This is an optimization exercise on Yosys and OpenROAD, whose aim is small area, a short achievable clock period and few clock cycles per item, not a production implementation. In this exercise RTL edits were held to simulation tests only and were not proved equivalent to the original.

==> flow/design.v <==
package gf_field_pkg;
  localparam int FIELD_W = 163;
  localparam int DIGIT_W = 41;
  localparam int NUM_DIGITS = 4;
  localparam int REST_W = (NUM_DIGITS - 1) * DIGIT_W;
  localparam int CHUNKS  = (FIELD_W + DIGIT_W - 1) / DIGIT_W;
  localparam int HALF_LO = DIGIT_W / 2;
  localparam int HALF_HI = DIGIT_W - HALF_LO;
  localparam int KARATSUBA_LEVELS = 1;
  typedef logic [FIELD_W-1:0] gf_elem_t;
  typedef logic [DIGIT_W-1:0] gf_digit_t;
endpackage
package mult_seq_pkg;
  localparam int NUM_STEPS = 4;
  typedef logic [NUM_STEPS-1:0] step_t;
endpackage
`timescale 1ns/1ns
module digit_feeder
(
  input  logic      clk,
  input  logic      rst_n,
  input  logic      start,
  input  gf_field_pkg::gf_elem_t  a,
  input  gf_field_pkg::gf_elem_t  b,
  output gf_field_pkg::gf_elem_t  a_reg,
  output logic [gf_field_pkg::CHUNKS*gf_field_pkg::HALF_HI-1:0] a_sum,
  output gf_field_pkg::gf_digit_t digit,
  output logic [gf_field_pkg::HALF_HI-1:0] d_sum,
  output mult_seq_pkg::step_t     step,
  output logic      running
);
  localparam int D = gf_field_pkg::DIGIT_W;
  localparam int R = gf_field_pkg::REST_W;
  localparam int C = gf_field_pkg::CHUNKS;
  localparam int L = gf_field_pkg::HALF_LO;
  localparam int U = gf_field_pkg::HALF_HI;
  logic [C*D-1:0]          a_pad;
  logic [C*U-1:0]          a_sum_in;
  logic [R-1:0]            b_sh;       
  gf_field_pkg::gf_digit_t nxt;        
  always_ff @(posedge clk or negedge rst_n) begin
    if (!rst_n) begin
      running <= 1'b0;
      step    <= '0;
    end else begin
      running <= start;
      if (!start)
        step <= '0;
      else if (!running)
        step <= mult_seq_pkg::step_t'(1);
      else
        step <= step << 1;
    end
  end
  assign nxt = running ? b_sh[R-1 -: D] : D'(b[gf_field_pkg::FIELD_W-1:R]);
  assign a_pad = (C*D)'(a);
  always_comb begin
    for (int m = 0; m < C; m++)
      a_sum_in[m*U +: U] = a_pad[m*D + L +: U] ^ U'(a_pad[m*D +: L]);
  end
  always_ff @(posedge clk) begin
    if (!running) begin
      a_reg <= a;
      a_sum <= a_sum_in;
      b_sh  <= b[R-1:0];
    end else begin
      b_sh  <= b_sh << D;
    end
    digit <= nxt;
    d_sum <= nxt[D-1:L] ^ U'(nxt[L-1:0]);
  end
endmodule
`timescale 1ns/1ns
module digit_mac
(
  input  logic      clk,
  input  gf_field_pkg::gf_elem_t  a_reg,
  input  logic [gf_field_pkg::CHUNKS*gf_field_pkg::HALF_HI-1:0] a_sum,
  input  gf_field_pkg::gf_digit_t digit,
  input  logic [gf_field_pkg::HALF_HI-1:0] d_sum,
  input  logic      first,
  output gf_field_pkg::gf_elem_t  acc,
  output gf_field_pkg::gf_elem_t  acc_next
);
  localparam int W  = gf_field_pkg::FIELD_W;
  localparam int D  = gf_field_pkg::DIGIT_W;
  localparam int WW = W + D;                    
  logic [W-1:0]  acc_fb;
  logic [WW-1:0] wide;
  assign acc_fb = first ? '0 : acc;
  localparam int NC = gf_field_pkg::CHUNKS;
  localparam int L  = gf_field_pkg::HALF_LO;
  localparam int U  = gf_field_pkg::HALF_HI;
  logic [NC*D-1:0] a_pad;
  logic [2*D-2:0]  prod [NC];
  assign a_pad = (NC*D)'(a_reg);
  for (genvar m = 0; m < NC; m++) begin : g_chunk
    logic [2*L-2:0] zl;
    logic [2*U-2:0] zh, zm;
    clmul_kara #(.N(L), .LEVELS(gf_field_pkg::KARATSUBA_LEVELS)) u_lo (
      .x (a_pad[m*D +: L]),
      .y (digit[L-1:0]),
      .z (zl)
    );
    clmul_kara #(.N(U), .LEVELS(gf_field_pkg::KARATSUBA_LEVELS)) u_hi (
      .x (a_pad[m*D + L +: U]),
      .y (digit[D-1:L]),
      .z (zh)
    );
    clmul_kara #(.N(U), .LEVELS(gf_field_pkg::KARATSUBA_LEVELS)) u_mid (
      .x (a_sum[m*U +: U]),
      .y (d_sum),
      .z (zm)
    );
    assign prod[m] = (2*D-1)'(zl)
                   ^ ((2*D-1)'(zm ^ zh ^ (2*U-1)'(zl)) << L)
                   ^ ((2*D-1)'(zh) << (2*L));
  end
  always_comb begin
    wide = {acc_fb, {D{1'b0}}};
    for (int m = 0; m < NC; m++)
      wide = wide ^ (WW'(prod[m]) << (m*D));
  end
  always_comb begin
    acc_next = wide[W-1:0];
    for (int j = 0; j < D; j++) begin
      acc_next[j]     = acc_next[j]     ^ wide[W+j];
      acc_next[j + 3] = acc_next[j + 3] ^ wide[W+j];
      acc_next[j + 6] = acc_next[j + 6] ^ wide[W+j];
      acc_next[j + 7] = acc_next[j + 7] ^ wide[W+j];
    end
  end
  always_ff @(posedge clk) acc <= acc_next;
endmodule
module clmul_kara #(
  parameter int N      = 28,
  parameter int LEVELS = 2
) (
  input  logic [N-1:0]   x,
  input  logic [N-1:0]   y,
  output logic [2*N-2:0] z
);
  if (LEVELS == 0 || N < 4) begin : g_school
    always_comb begin
      z = '0;
      for (int i = 0; i < N; i++)
        z = z ^ (((2*N-1)'(x) << i) & {(2*N-1){y[i]}});
    end
  end else begin : g_split
    localparam int L = N / 2;
    localparam int U = N - L;
    logic [2*L-2:0] zl;
    logic [2*U-2:0] zh, zm;
    clmul_kara #(.N(L), .LEVELS(LEVELS - 1)) u_lo (
      .x (x[L-1:0]),
      .y (y[L-1:0]),
      .z (zl)
    );
    clmul_kara #(.N(U), .LEVELS(LEVELS - 1)) u_hi (
      .x (x[N-1:L]),
      .y (y[N-1:L]),
      .z (zh)
    );
    clmul_kara #(.N(U), .LEVELS(LEVELS - 1)) u_mid (
      .x (x[N-1:L] ^ U'(x[L-1:0])),
      .y (y[N-1:L] ^ U'(y[L-1:0])),
      .z (zm)
    );
    assign z = (2*N-1)'(zl)
             ^ ((2*N-1)'(zm ^ zh ^ (2*U-1)'(zl)) << L)
             ^ ((2*N-1)'(zh) << (2*L));
  end
endmodule
`timescale 1ns/1ns
module result_stage
(
  input  logic     clk,
  input  logic     rst_n,
  input  logic     start,
  input  logic     last,
  input  gf_field_pkg::gf_elem_t acc,
  output gf_field_pkg::gf_elem_t p,
  output logic     done
);
  gf_field_pkg::gf_elem_t p_hold;    
  logic                   show;      
  always_ff @(posedge clk or negedge rst_n) begin
    if (!rst_n) begin
      p_hold <= '0;
      show   <= 1'b0;
      done   <= 1'b0;
    end else begin
      show <= start && last;
      if (show)
        p_hold <= acc;
      if (!start)
        done <= 1'b0;
      else if (last)
        done <= 1'b1;
    end
  end
  assign p = show ? acc : p_hold;
endmodule
`timescale 1ns/1ns
module gf_mult_top
(
  input  logic     clk,
  input  logic     rst_n,
  input  logic     start,
  input  gf_field_pkg::gf_elem_t a,
  input  gf_field_pkg::gf_elem_t b,
  output gf_field_pkg::gf_elem_t p,
  output logic     done
);
  gf_field_pkg::gf_elem_t              a_reg;
  gf_field_pkg::gf_digit_t             digit;
  logic [gf_field_pkg::CHUNKS*gf_field_pkg::HALF_HI-1:0] a_sum;
  logic [gf_field_pkg::HALF_HI-1:0]    d_sum;
  mult_seq_pkg::step_t                 step;
  logic                                running;
  gf_field_pkg::gf_elem_t              acc;
  gf_field_pkg::gf_elem_t              acc_next;
  digit_feeder u_feeder (
    .clk     (clk),
    .rst_n   (rst_n),
    .start   (start),
    .a       (a),
    .b       (b),
    .a_reg   (a_reg),
    .a_sum   (a_sum),
    .digit   (digit),
    .d_sum   (d_sum),
    .step    (step),
    .running (running)
  );
  digit_mac u_mac (
    .clk      (clk),
    .a_reg    (a_reg),
    .a_sum    (a_sum),
    .digit    (digit),
    .d_sum    (d_sum),
    .first    (step[0]),
    .acc      (acc),
    .acc_next (acc_next)
  );
  result_stage u_result (
    .clk      (clk),
    .rst_n    (rst_n),
    .start    (start),
    .last     (step[gf_field_pkg::NUM_DIGITS-1]),
    .acc      (acc),
    .p        (p),
    .done     (done)
  );
endmodule
==> flow/config.mk <==
export PLATFORM = sky130hd
export DESIGN_NAME = gf_mult_top
export DESIGN_NICKNAME = gf_mult_top
export VERILOG_FILES = /design/flow/design.v
export SDC_FILE = /design/flow/constraint.sdc
export NUM_CORES = 4
export LEC_CHECK = 0
export CAP_MARGIN = 20
export CORE_MARGIN = 2
export CORE_UTILIZATION = 66
export CTS_CLUSTER_DIAMETER = 180
export CTS_CLUSTER_SIZE = 16
export PLACE_DENSITY = 0.74
export SETUP_SLACK_MARGIN = 4.5
export SLEW_MARGIN = 20
==> flow/constraint.sdc <==
create_clock -name core_clock -period 8.0 [get_ports {clk}]
set_input_delay 1.6000 -clock core_clock [delete_from_list [all_inputs] [get_ports {clk}]]
set_output_delay 1.6000 -clock core_clock [all_outputs]
set_load 0.01 [all_outputs]
standard.sh (not shown) runs the stock make flow with config.mk's settings and CLKGATE_MAP_FILE= SYNTH_SCRIPT=/design/flow/synth_recipe.tcl, a recipe that flattens the netlist after the stock synthesis.
==> flow/flow/run.sh <==
#!/bin/bash
set -euo pipefail
export BUFFER_PORTS_ARGS="-buffer_cell sky130_fd_sc_hd__buf_1"
bash standard.sh > standard.log 2>&1
Testbench counts at the start, summed over its fixed seeds: cycles 2,304, items 384.
Change:
- CORE_UTILIZATION: 66 -> 50
- PLACE_DENSITY: 0.74 -> unset
- SETUP_SLACK_MARGIN: 4.5 -> 4.6
After rerunning:
- die area goes up by 32%
- register-to-register slack improved by 0.25 ns
- clock-buffer cell count decreases by 1
- fmax shrinks by 1.9%
- hold slack gains 0.0097 ns
- global-route usage goes down by 9.9 points
- via count fell by 2.7%
Change:
- CORE_UTILIZATION: 50 -> 58
- PLACE_DENSITY: unset -> 0.66
- SETUP_SLACK_MARGIN: 4.6 -> 4.5
=> Final area decreases by 3.1%. Global-route usage grows by 3.8 points. Worst hold slack stays flat. Core utilization goes up by 7.0 points. Routed wire length drops by 8.0%. Final cell count falls by 3.7%. Worst setup slack is better by 0.073 ns. Critical path depth is unchanged.
Change:
- CORE_UTILIZATION: 58 -> 50
- CTS_CLUSTER_DIAMETER: 180 -> 200
- CTS_CLUSTER_SIZE: 16 -> 20
- PLACE_DENSITY: 0.66 -> unset
Outcome: The new run completed with no timing, DRC or antenna violations. Final area goes up by about 1.4%. Area after synthesis is unchanged. Clock-buffer cell count goes down by 16. Core utilization goes down by 8.1 points. Setup slack loses 0.0055 ns.

## re-timing with driven ports
Ports are ideal in the flow. The routed layouts listed here were re-timed in OpenROAD. Step 1 sets driving cells, clkbuf_16 on the clock port and buf_2 on the other inputs (assumed; they add their load-dependent delay and slew). Step 2 also shifts input and output timing later by t, the mid clock arrival at the registers, as if the neighbouring blocks saw the same clock. Slacks: ideal ports / drivers / drivers and shift; pairs: ideal ports / drivers.
run	t (ns)	slack for setup (ns)	worst hold slack (ns)	latest minus earliest clock arrival (ns)
the first run	0.822	4.211 / 4.130 / 4.211	0.414 / 0.414 / 0.414	0.090 / 0.090
the second run	0.843	4.135 / 4.046 / 4.464	0.424 / 0.424 / 0.424	0.112 / 0.112
the third run	0.837	4.208 / 4.121 / 4.384	0.422 / 0.422 / 0.422	0.095 / 0.095
the fourth run	0.811	4.202 / 4.115 / 4.419	0.420 / 0.420 / 0.420	0.083 / 0.083
After both steps every run listed still meets setup and hold.
